What follows belongs to an exercise in optimizing a design on an open flow for small area and a short achievable clock period; a production flow would make more cautious choices.
RTL that was checked went through simulation tests only; none was proved equivalent to the original.
The clock port is modelled as an ideal driver; clocking choices that lean on that would not hold on a real chip.
Power and IR drop assume default switching activity.

==> flow/design.v <==
module pkt_fifo_sync #(
  parameter int DATA_W    = 32,
  parameter int DEPTH     = 64,
  parameter int AF_THRESH = DEPTH - 4
) (
  input  logic                       clk,
  input  logic                       rst_n,
  input  logic                       s_tvalid,
  output logic                       s_tready,
  input  logic [DATA_W-1:0]          s_tdata,
  input  logic                       s_tlast,
  input  logic                       s_tuser,
  output logic                       m_tvalid,
  input  logic                       m_tready,
  output logic [DATA_W-1:0]          m_tdata,
  output logic                       m_tlast,
  output logic [$clog2(DEPTH+1)-1:0] level,
  output logic [$clog2(DEPTH+1)-1:0] pkt_count,
  output logic                       almost_full,
  output logic                       drop_pulse
);
  localparam int CNT_W = $clog2(DEPTH + 1);
  localparam int RD    = DEPTH - 1;             
  localparam int RP_W  = $clog2(RD);
  localparam int W     = DATA_W + 1;
  function automatic logic [RP_W-1:0] rinc(input logic [RP_W-1:0] p);
    rinc = (p == RP_W'(RD - 1)) ? '0 : p + RP_W'(1);
  endfunction
  logic               drop_m;           
  logic [CNT_W-1:0]   lvl, cm, pkt;
  logic [RP_W-1:0]    rwp, rcp, rrp;    
  logic               mv_r, sr_r, af_r, dp_r;
  logic [W-1:0]       ring [RD];
  logic [W-1:0]       head;
  logic               pop, wr, disc, commit, app, full_unc, drop_n;
  logic               lvl0, lvl1, cm1, notfull;
  logic [CNT_W-1:0]   lvl_p1, lvl_m1, cm_m1, pkt_p1, pkt_m1;
  logic [RP_W-1:0]    rwp_i, rcp_i, rrp_i;
  logic [CNT_W-1:0]   lvl_n, cm_n, pkt_n;
  logic [RP_W-1:0]    rwp_a, rwp_n, rcp_n;
  logic               mv_n, sr_n, af_n;
  logic [W-1:0]       din, rdata, head_n;
  logic [RD-1:0]      rsel, wsel, rsel_n;
  logic [RP_W-1:0]    rrp_n;
  logic               adv_rd;
  assign s_tready    = sr_r;
  assign m_tvalid    = mv_r;
  assign m_tdata     = head[DATA_W-1:0];
  assign m_tlast     = head[DATA_W];
  assign level       = lvl;
  assign pkt_count   = pkt;
  assign almost_full = af_r;
  assign drop_pulse  = dp_r;
  assign din      = {s_tlast, s_tdata};
  assign notfull  = ~lvl[CNT_W-1];
  assign lvl0     = (lvl == '0);
  assign lvl1     = (lvl == CNT_W'(1));
  assign cm1      = (cm == CNT_W'(1));
  assign full_unc = ~drop_m & lvl[CNT_W-1] & ~mv_r;
  assign lvl_p1   = lvl + CNT_W'(1);
  assign lvl_m1   = lvl - CNT_W'(1);
  assign cm_m1    = cm - CNT_W'(1);
  assign pkt_p1   = pkt + CNT_W'(1);
  assign pkt_m1   = pkt - CNT_W'(1);
  assign rwp_i    = rinc(rwp);
  assign rcp_i    = rinc(rcp);
  assign rrp_i    = rinc(rrp);
  assign pop      = mv_r & m_tready;
  assign wr       = ~drop_m & s_tvalid & sr_r;
  assign disc     = full_unc | (wr & s_tlast & s_tuser);
  assign commit   = wr & s_tlast & ~s_tuser;
  assign app      = wr & ~(s_tlast & s_tuser);
  assign drop_n   = drop_m ? ~(s_tvalid & s_tlast) : full_unc;
  always_comb begin
    if (disc)           lvl_n = pop ? cm_m1 : cm;
    else if (app)       lvl_n = pop ? lvl : lvl_p1;
    else                lvl_n = pop ? lvl_m1 : lvl;
    if (commit)         cm_n = pop ? lvl : lvl_p1;
    else                cm_n = pop ? cm_m1 : cm;
    if (commit)         pkt_n = (pop & head[DATA_W]) ? pkt : pkt_p1;
    else                pkt_n = (pop & head[DATA_W]) ? pkt_m1 : pkt;
    rwp_a = (app & ~lvl0 & ~(pop & lvl1)) ? rwp_i : rwp;
    rcp_n = commit ? rwp_a : ((pop & cm1 & ~lvl1) ? rcp_i : rcp);
    rwp_n = disc ? rcp_n : rwp_a;
    mv_n  = (cm_n != '0);
    sr_n  = drop_n | ~lvl_n[CNT_W-1];
    af_n  = (lvl_n >= CNT_W'(AF_THRESH));
  end
  assign adv_rd = pop & ~lvl1;
  assign rrp_n  = adv_rd ? rrp_i : rrp;
  always_comb begin
    for (int i = 0; i < RD; i++) begin
      rsel_n[i] = (rrp_n == RP_W'(i));
      wsel[i]   = (rwp == RP_W'(i)) & notfull;
    end
  end
  for (genvar b = 0; b < W; b++) begin : g_rd
    logic [RD/3-1:0] aoi;
    for (genvar g = 0; g < RD / 3; g++) begin : g_aoi
      pkt_fifo_aoi222 u_aoi (
        .a1(rsel[3*g]),   .a2(ring[3*g][b]),
        .b1(rsel[3*g+1]), .b2(ring[3*g+1][b]),
        .c1(rsel[3*g+2]), .c2(ring[3*g+2][b]),
        .y(aoi[g]));
    end
    assign rdata[b] = ~&aoi;
  end
  always_comb begin
    if (pop) head_n = lvl1 ? din : rdata;
    else     head_n = lvl0 ? din : head;
  end
  always_ff @(posedge clk or negedge rst_n) begin
    if (!rst_n) begin
      drop_m <= 1'b0;
      lvl    <= '0;
      cm     <= '0;
      pkt    <= '0;
      rwp    <= '0;
      rcp    <= '0;
      rrp    <= '0;
      mv_r   <= 1'b0;
      sr_r   <= 1'b1;
      af_r   <= 1'b0;
      dp_r   <= 1'b0;
    end else begin
      drop_m <= drop_n;
      lvl    <= lvl_n;
      cm     <= cm_n;
      pkt    <= pkt_n;
      rwp    <= rwp_n;
      rcp    <= rcp_n;
      rrp    <= rrp_n;
      mv_r   <= mv_n;
      sr_r   <= sr_n;
      af_r   <= af_n;
      dp_r   <= disc;
    end
  end
  always_ff @(posedge clk or negedge rst_n) begin
    if (!rst_n) head <= '0;
    else        head <= head_n;
  end
  always_ff @(posedge clk) begin
    rsel <= rsel_n;
    for (int i = 0; i < RD; i++)
      if (wsel[i]) ring[i] <= din;
  end
endmodule
module pkt_fifo_aoi222 (
  input  logic a1, a2, b1, b2, c1, c2,
  output logic y
);
  assign y = ~((a1 & a2) | (b1 & b2) | (c1 & c2));
endmodule
export LEC_CHECK = 0
export CAP_MARGIN = 20
export CORE_MARGIN = 2
export CORE_UTILIZATION = 60
export CTS_CLUSTER_DIAMETER = 70
export CTS_CLUSTER_SIZE = 25
export SETUP_SLACK_MARGIN = 3.0
export SLEW_MARGIN = 20
create_clock -name core_clock -period 5.5 [get_ports {clk}]
standard.sh (not shown) runs the stock make flow with config.mk's settings and CLKGATE_MAP_FILE= SYNTH_SCRIPT=/design/flow/synth_recipe.tcl, a recipe that flattens the netlist after the stock synthesis.
==> flow/flow/run.sh <==
#!/bin/bash
# Standard ORFS layout, with timing repair after CTS and after global routing
# run repeatedly (see repair.tcl).  Full tool output goes to flow_standard.log.
set -euo pipefail
W=$(pwd)
bash standard.sh PRE_CTS_TCL=$W/flow/repair.tcl PRE_GLOBAL_ROUTE_TCL=$W/flow/repair.tcl finish > $W/flow_standard.log 2>&1
==> flow/flow/repair.tcl <==
# Sourced before the CTS and global-route steps: the steps' timing repair
# (repair_timing_helper) is run several times instead of once, since one
# repair_timing call often stops well short of its setup margin.
proc repair_timing_helper { args } {
  set additional_args {}
  append_env_var additional_args SETUP_SLACK_MARGIN -setup_margin 1
  append_env_var additional_args HOLD_SLACK_MARGIN -hold_margin 1
  append_env_var additional_args SETUP_MOVE_SEQUENCE -sequence 1
  append_env_var additional_args TNS_END_PERCENT -repair_tns 1
  append_env_var additional_args SKIP_PIN_SWAP -skip_pin_swap 0
  append_env_var additional_args SKIP_GATE_CLONING -skip_gate_cloning 0
  append_env_var additional_args SKIP_BUFFER_REMOVAL -skip_buffer_removal 0
  append_env_var additional_args SKIP_LAST_GASP -skip_last_gasp 0
  append_env_var additional_args SKIP_VT_SWAP -skip_vt_swap 0
  append_env_var additional_args SKIP_CRIT_VT_SWAP -skip_crit_vt_swap 0
  append_env_var additional_args MATCH_CELL_FOOTPRINT -match_cell_footprint 0
  lappend additional_args {*}$args -verbose
  for {set i 0} {$i < 3} {incr i} {
    log_cmd repair_timing {*}$additional_args
  }
}
Then changed:
--- a/flow/design.v
+++ b/flow/design.v
@@ -30,6 +30,10 @@
   logic [CNT_W-1:0]   lvl, cm, pkt;
   logic [RP_W-1:0]    rwp, rcp, rrp;    
   logic               mv_r, sr_r, af_r, dp_r;
+  logic [CNT_W-1:0]   lvl_ni, pkt_ni;       
+  logic               mv_ni, sr_ni, tl_ni;
+  logic [CNT_W-1:0]   lv, pk;               
+  logic               mv, sr, tl;           
   logic [W-1:0]       ring [RD];
   logic [W-1:0]       head;
   logic               pop, wr, disc, commit, app, full_unc, drop_n;
@@ -52,33 +56,38 @@
   assign almost_full = af_r;
   assign drop_pulse  = dp_r;
   assign din      = {s_tlast, s_tdata};
-  assign notfull  = ~lvl[CNT_W-1];
-  assign lvl0     = (lvl == '0);
-  assign lvl1     = (lvl == CNT_W'(1));
+  assign lv       = ~lvl_ni;
+  assign pk       = ~pkt_ni;
+  assign mv       = ~mv_ni;
+  assign sr       = ~sr_ni;
+  assign tl       = ~tl_ni;
+  assign notfull  = ~lv[CNT_W-1];
+  assign lvl0     = (lv == '0);
+  assign lvl1     = (lv == CNT_W'(1));
   assign cm1      = (cm == CNT_W'(1));
-  assign full_unc = ~drop_m & lvl[CNT_W-1] & ~mv_r;
-  assign lvl_p1   = lvl + CNT_W'(1);
-  assign lvl_m1   = lvl - CNT_W'(1);
+  assign full_unc = ~drop_m & lv[CNT_W-1] & ~mv;
+  assign lvl_p1   = lv + CNT_W'(1);
+  assign lvl_m1   = lv - CNT_W'(1);
   assign cm_m1    = cm - CNT_W'(1);
-  assign pkt_p1   = pkt + CNT_W'(1);
-  assign pkt_m1   = pkt - CNT_W'(1);
+  assign pkt_p1   = pk + CNT_W'(1);
+  assign pkt_m1   = pk - CNT_W'(1);
   assign rwp_i    = rinc(rwp);
   assign rcp_i    = rinc(rcp);
   assign rrp_i    = rinc(rrp);
-  assign pop      = mv_r & m_tready;
-  assign wr       = ~drop_m & s_tvalid & sr_r;
+  assign pop      = mv & m_tready;
+  assign wr       = ~drop_m & s_tvalid & sr;
   assign disc     = full_unc | (wr & s_tlast & s_tuser);
   assign commit   = wr & s_tlast & ~s_tuser;
   assign app      = wr & ~(s_tlast & s_tuser);
   assign drop_n   = drop_m ? ~(s_tvalid & s_tlast) : full_unc;
   always_comb begin
     if (disc)           lvl_n = pop ? cm_m1 : cm;
-    else if (app)       lvl_n = pop ? lvl : lvl_p1;
-    else                lvl_n = pop ? lvl_m1 : lvl;
-    if (commit)         cm_n = pop ? lvl : lvl_p1;
+    else if (app)       lvl_n = pop ? lv : lvl_p1;
+    else                lvl_n = pop ? lvl_m1 : lv;
+    if (commit)         cm_n = pop ? lv : lvl_p1;
     else                cm_n = pop ? cm_m1 : cm;
-    if (commit)         pkt_n = (pop & head[DATA_W]) ? pkt : pkt_p1;
-    else                pkt_n = (pop & head[DATA_W]) ? pkt_m1 : pkt;
+    if (commit)         pkt_n = (pop & tl) ? pk : pkt_p1;
+    else                pkt_n = (pop & tl) ? pkt_m1 : pk;
     rwp_a = (app & ~lvl0 & ~(pop & lvl1)) ? rwp_i : rwp;
     rcp_n = commit ? rwp_a : ((pop & cm1 & ~lvl1) ? rcp_i : rcp);
     rwp_n = disc ? rcp_n : rwp_a;
@@ -120,6 +129,11 @@
       rrp    <= '0;
       mv_r   <= 1'b0;
       sr_r   <= 1'b1;
+      lvl_ni <= '1;
+      pkt_ni <= '1;
+      mv_ni  <= 1'b1;
+      sr_ni  <= 1'b0;
+      tl_ni  <= 1'b1;
       af_r   <= 1'b0;
       dp_r   <= 1'b0;
     end else begin
@@ -132,6 +146,11 @@
       rrp    <= rrp_n;
       mv_r   <= mv_n;
       sr_r   <= sr_n;
+      lvl_ni <= ~lvl_n;
+      pkt_ni <= ~pkt_n;
+      mv_ni  <= ~mv_n;
+      sr_ni  <= ~sr_n;
+      tl_ni  <= ~head_n[DATA_W];
       af_r   <= af_n;
       dp_r   <= disc;
     end
What happened: The changed run passed the timing, DRC and antenna checks; die area rises by 0.74%; clock-buffer cell count falls by 22; via count went down by 1.0%; worst setup slack improved by 0.17 ns; synthesized cell count came out higher by 2.7%; sequential share of layout area increases by 1.1 points; cell count increases by 0.64%; final area drops by 0.73%; register-to-register slack is better by 0.23 ns.
Only the layout flow was run in the second run of this note; the RTL was not checked for function there.

========
## alpha
Another version of the RTL of pkt_fifo_sync (not shown whole).
Size: roughly 4,400 cells after synthesis, roughly 2,300 flip-flops.
==> module pkt_fifo_sync, before the edit <==
module pkt_fifo_sync #(
  parameter int DATA_W    = 32,
  parameter int DEPTH     = 64,
  parameter int AF_THRESH = DEPTH - 4
) (
  input  logic                       clk,
  input  logic                       rst_n,
  input  logic                       s_tvalid,
  output logic                       s_tready,
  input  logic [DATA_W-1:0]          s_tdata,
  input  logic                       s_tlast,
  input  logic                       s_tuser,
  output logic                       m_tvalid,
  input  logic                       m_tready,
  output logic [DATA_W-1:0]          m_tdata,
  output logic                       m_tlast,
  output logic [$clog2(DEPTH+1)-1:0] level,
  output logic [$clog2(DEPTH+1)-1:0] pkt_count,
  output logic                       almost_full,
  output logic                       drop_pulse
);
  localparam int CNT_W = $clog2(DEPTH + 1);
  localparam int RD    = DEPTH - 1;             
  localparam int RP_W  = $clog2(RD);
  localparam int W     = DATA_W + 1;
  function automatic logic [RP_W-1:0] rinc(input logic [RP_W-1:0] p);
    rinc = (p == RP_W'(RD - 1)) ? '0 : p + RP_W'(1);
  endfunction
  logic               drop_m;           
  logic [CNT_W-1:0]   lvl, cm, pkt;
  logic [RP_W-1:0]    rwp, rcp, rrp;    
  logic               mv_r, sr_r, af_r, dp_r;
  logic [CNT_W-1:0]   lvl_ni, pkt_ni;       
  logic               mv_ni, sr_ni;
  logic [CNT_W-1:0]   lv, pk;               
  logic               mv, sr, tl;           
  logic [W-1:0]       ring [RD];
  logic [W-1:0]       head;             
  logic [W-1:0]       head_ni, hd;      
  logic               pop, wr, disc, commit, app, full_unc, drop_n;
  logic               lvl0, lvl1, cm1, notfull;
  logic [CNT_W-1:0]   lvl_p1, lvl_m1, cm_m1, pkt_p1, pkt_m1;
  logic [RP_W-1:0]    rwp_i, rcp_i, rrp_i;
  logic [CNT_W-1:0]   lvl_n, cm_n, pkt_n;
  logic [RP_W-1:0]    rwp_a, rwp_n, rcp_n;
  logic               mv_n, sr_n, af_n;
  logic [W-1:0]       din, rdata, head_n;
  logic [RD-1:0]      rsel, wsel, rsel_n;
  logic [7:0]         whi, wlo, whi_n, wlo_n;    
  logic [RP_W-1:0]    rrp_n;
  logic               adv_rd;
  assign s_tready    = sr_r;
  assign m_tvalid    = mv_r;
  assign m_tdata     = head[DATA_W-1:0];
  assign m_tlast     = head[DATA_W];
  assign hd          = ~head_ni;
  assign level       = lvl;
  assign pkt_count   = pkt;
  assign almost_full = af_r;
  assign drop_pulse  = dp_r;
  assign din      = {s_tlast, s_tdata};
  assign lv       = ~lvl_ni;
  assign pk       = ~pkt_ni;
  assign mv       = ~mv_ni;
  assign sr       = ~sr_ni;
  assign tl       = hd[DATA_W];
  assign notfull  = ~lv[CNT_W-1];
  assign lvl0     = (lv == '0);
  assign lvl1     = (lv == CNT_W'(1));
  assign cm1      = (cm == CNT_W'(1));
  assign full_unc = ~drop_m & lv[CNT_W-1] & ~mv;
  assign lvl_p1   = lv + CNT_W'(1);
  assign lvl_m1   = lv - CNT_W'(1);
  assign cm_m1    = cm - CNT_W'(1);
  assign pkt_p1   = pk + CNT_W'(1);
  assign pkt_m1   = pk - CNT_W'(1);
  assign rwp_i    = rinc(rwp);
  assign rcp_i    = rinc(rcp);
  assign rrp_i    = rinc(rrp);
  assign pop      = mv & m_tready;
  assign wr       = ~drop_m & s_tvalid & sr;
  assign disc     = full_unc | (wr & s_tlast & s_tuser);
  assign commit   = wr & s_tlast & ~s_tuser;
  assign app      = wr & ~(s_tlast & s_tuser);
  assign drop_n   = drop_m ? ~(s_tvalid & s_tlast) : full_unc;
  always_comb begin
    if (disc)           lvl_n = pop ? cm_m1 : cm;
    else if (app)       lvl_n = pop ? lv : lvl_p1;
    else                lvl_n = pop ? lvl_m1 : lv;
    if (commit)         cm_n = pop ? lv : lvl_p1;
    else                cm_n = pop ? cm_m1 : cm;
    if (commit)         pkt_n = (pop & tl) ? pk : pkt_p1;
    else                pkt_n = (pop & tl) ? pkt_m1 : pk;
    rwp_a = (app & ~lvl0 & ~(pop & lvl1)) ? rwp_i : rwp;
    rcp_n = commit ? rwp_a : ((pop & cm1 & ~lvl1) ? rcp_i : rcp);
    rwp_n = disc ? rcp_n : rwp_a;
    mv_n  = (cm_n != '0);
    sr_n  = drop_n | ~lvl_n[CNT_W-1];
    af_n  = (lvl_n >= CNT_W'(AF_THRESH));
  end
  assign adv_rd = pop & ~lvl1;
  assign rrp_n  = adv_rd ? rrp_i : rrp;
  always_comb begin
    for (int i = 0; i < RD; i++) begin
      rsel_n[i] = (rrp_n == RP_W'(i));
      wsel[i]   = whi[i / 8] & wlo[i % 8];
    end
    for (int j = 0; j < 8; j++) begin
      whi_n[j] = (rwp_n[5:3] == 3'(j));
      wlo_n[j] = (rwp_n[2:0] == 3'(j)) & ~lvl_n[CNT_W-1];
    end
  end
  for (genvar b = 0; b < W; b++) begin : g_rd
    logic [RD/3-1:0] aoi;
    for (genvar g = 0; g < RD / 3; g++) begin : g_aoi
      pkt_fifo_aoi222 u_aoi (
        .a1(rsel[3*g]),   .a2(ring[3*g][b]),
        .b1(rsel[3*g+1]), .b2(ring[3*g+1][b]),
        .c1(rsel[3*g+2]), .c2(ring[3*g+2][b]),
        .y(aoi[g]));
    end
    assign rdata[b] = ~&aoi;
  end
  always_comb begin
    if (pop) head_n = lvl1 ? din : rdata;
    else     head_n = lvl0 ? din : hd;
  end
  always_ff @(posedge clk or negedge rst_n) begin
    if (!rst_n) begin
      drop_m <= 1'b0;
      lvl    <= '0;
      cm     <= '0;
      pkt    <= '0;
      rwp    <= '0;
      rcp    <= '0;
      rrp    <= '0;
      mv_r   <= 1'b0;
      sr_r   <= 1'b1;
      lvl_ni <= '1;
      pkt_ni <= '1;
      mv_ni  <= 1'b1;
      sr_ni  <= 1'b0;
      af_r   <= 1'b0;
      dp_r   <= 1'b0;
    end else begin
      drop_m <= drop_n;
      lvl    <= lvl_n;
      cm     <= cm_n;
      pkt    <= pkt_n;
      rwp    <= rwp_n;
      rcp    <= rcp_n;
      rrp    <= rrp_n;
      mv_r   <= mv_n;
      sr_r   <= sr_n;
      lvl_ni <= ~lvl_n;
      pkt_ni <= ~pkt_n;
      mv_ni  <= ~mv_n;
      sr_ni  <= ~sr_n;
      af_r   <= af_n;
      dp_r   <= disc;
    end
  end
  always_ff @(posedge clk) begin
    whi     <= whi_n;
    wlo     <= wlo_n;
    head    <= head_n;
    head_ni <= ~head_n;
  end
  always_ff @(posedge clk) begin
    rsel <= rsel_n;
    for (int i = 0; i < RD; i++)
      if (wsel[i]) ring[i] <= din;
  end
endmodule
==> module pkt_fifo_aoi222, before the edit <==
module pkt_fifo_aoi222 (
  input  logic a1, a2, b1, b2, c1, c2,
  output logic y
);
  assign y = ~((a1 & a2) | (b1 & b2) | (c1 & c2));
endmodule
Settings: LEC_CHECK=0, CAP_MARGIN=20, CORE_MARGIN=2, CORE_UTILIZATION=60, CTS_CLUSTER_DIAMETER=80, CTS_CLUSTER_SIZE=30, SETUP_SLACK_MARGIN=3.0, SLEW_MARGIN=20; clock period 5.5 ns.
Scripts as last shown in full above: flow/flow/run.sh, flow/flow/repair.tcl
## Diff of input files: beta against alpha
diff --git a/flow/design.v b/flow/design.v
--- a/flow/design.v
+++ b/flow/design.v
@@ -41,15 +41,15 @@
   logic               lvl0, lvl1, cm1, notfull;
   logic [CNT_W-1:0]   lvl_p1, lvl_m1, cm_m1, pkt_p1, pkt_m1;
   logic [RP_W-1:0]    rwp_i, rcp_i, rrp_i;
   logic [CNT_W-1:0]   lvl_n, cm_n, pkt_n;
   logic [RP_W-1:0]    rwp_a, rwp_n, rcp_n;
   logic               mv_n, sr_n, af_n;
-  logic [W-1:0]       din, rdata, head_n;
-  logic [RD-1:0]      rsel, wsel, rsel_n;
-  logic [7:0]         whi, wlo, whi_n, wlo_n;    
+  logic [W-1:0]       din, head_n;
+  logic [RD-1:0]      rsel, wsel, rsel_n, rsel_g;
+  logic               h_hold, h_byp;
   logic [RP_W-1:0]    rrp_n;
   logic               adv_rd;
   assign s_tready    = sr_r;
   assign m_tvalid    = mv_r;
   assign m_tdata     = head[DATA_W-1:0];
   assign m_tlast     = head[DATA_W];
@@ -100,33 +100,21 @@
   end
   assign adv_rd = pop & ~lvl1;
   assign rrp_n  = adv_rd ? rrp_i : rrp;
   always_comb begin
     for (int i = 0; i < RD; i++) begin
       rsel_n[i] = (rrp_n == RP_W'(i));
-      wsel[i]   = whi[i / 8] & wlo[i % 8];
-    end
-    for (int j = 0; j < 8; j++) begin
-      whi_n[j] = (rwp_n[5:3] == 3'(j));
-      wlo_n[j] = (rwp_n[2:0] == 3'(j)) & ~lvl_n[CNT_W-1];
+      wsel[i]   = (rwp == RP_W'(i)) & notfull;
     end
   end
-  for (genvar b = 0; b < W; b++) begin : g_rd
-    logic [RD/3-1:0] aoi;
-    for (genvar g = 0; g < RD / 3; g++) begin : g_aoi
-      pkt_fifo_aoi222 u_aoi (
-        .a1(rsel[3*g]),   .a2(ring[3*g][b]),
-        .b1(rsel[3*g+1]), .b2(ring[3*g+1][b]),
-        .c1(rsel[3*g+2]), .c2(ring[3*g+2][b]),
-        .y(aoi[g]));
-    end
-    assign rdata[b] = ~&aoi;
-  end
+  assign rsel_g = rsel & {RD{adv_rd}};
+  assign h_hold = ~pop & ~lvl0;
+  assign h_byp  = pop ? lvl1 : lvl0;
   always_comb begin
-    if (pop) head_n = lvl1 ? din : rdata;
-    else     head_n = lvl0 ? din : hd;
+    head_n = ({W{h_hold}} & hd) | ({W{h_byp}} & din);
+    for (int i = 0; i < RD; i++) head_n = head_n | ({W{rsel_g[i]}} & ring[i]);
   end
   always_ff @(posedge clk or negedge rst_n) begin
     if (!rst_n) begin
       drop_m <= 1'b0;
       lvl    <= '0;
       cm     <= '0;
@@ -158,23 +146,15 @@
       sr_ni  <= ~sr_n;
       af_r   <= af_n;
       dp_r   <= disc;
     end
   end
   always_ff @(posedge clk) begin
-    whi     <= whi_n;
-    wlo     <= wlo_n;
     head    <= head_n;
     head_ni <= ~head_n;
   end
   always_ff @(posedge clk) begin
     rsel <= rsel_n;
     for (int i = 0; i < RD; i++)
       if (wsel[i]) ring[i] <= din;
   end
 endmodule
-module pkt_fifo_aoi222 (
-  input  logic a1, a2, b1, b2, c1, c2,
-  output logic y
-);
-  assign y = ~((a1 & a2) | (b1 & b2) | (c1 & c2));
-endmodule
Notes after the runs:
- Worst setup slack (higher): alpha
- Run comparison: alpha first element of the critical path rsel[41]$_DFF_P_; beta first element of the critical path rwp[3]$_DFF_PN0_
- beta has clock network power share below what alpha had.
- Sequential share of layout area in beta is 3.1 points below alpha.
- Relative to alpha, beta degrades standby leakage power.
- beta against alpha: final wirelength rose by 3.1%, routability-driven placement congestion ratio moved up.
Only the layout flow was run in beta; the RTL was not checked for function there.

[port drivers added, routing unchanged]
The results above use ideal ports. As a check the final layouts listed here were re-extracted and re-timed, cells and wires unchanged.
Step 1, drivers: a clkbuf_16 drives clk and a buf_2 each remaining input, both assumed.
Step 2 also shifts input and output timing later by t, the mid clock arrival at the registers, as if the neighbouring blocks saw the same clock.
Three values: ideal ports, drivers, drivers and shift; two values: the first two.
run | t, ns | setup slack, ns | worst setup path after step 2 | latest minus earliest clock arrival (ns) | worst slew at a driven data input, ns
the first run of note 1 | 0.884 | 2.717 / 2.717 / 2.190 | input to register | 0.033 / 0.032 | 0.22
the second run of note 1 | 0.869 | 2.890 / 2.802 / 2.264 | input to register | 0.041 / 0.041 | 0.29
alpha | 0.851 | 2.978 / 2.899 / 2.295 | input to register | 0.033 / 0.033 | 0.25
beta | 0.875 | 2.938 / 2.886 / 2.202 | input to register | 0.049 / 0.049 | 0.22
After both steps setup and hold are still met in every run listed. For beta, which loses most, drivers alone change the setup slack by -0.052 ns; drivers and shift together by -0.736 ns.
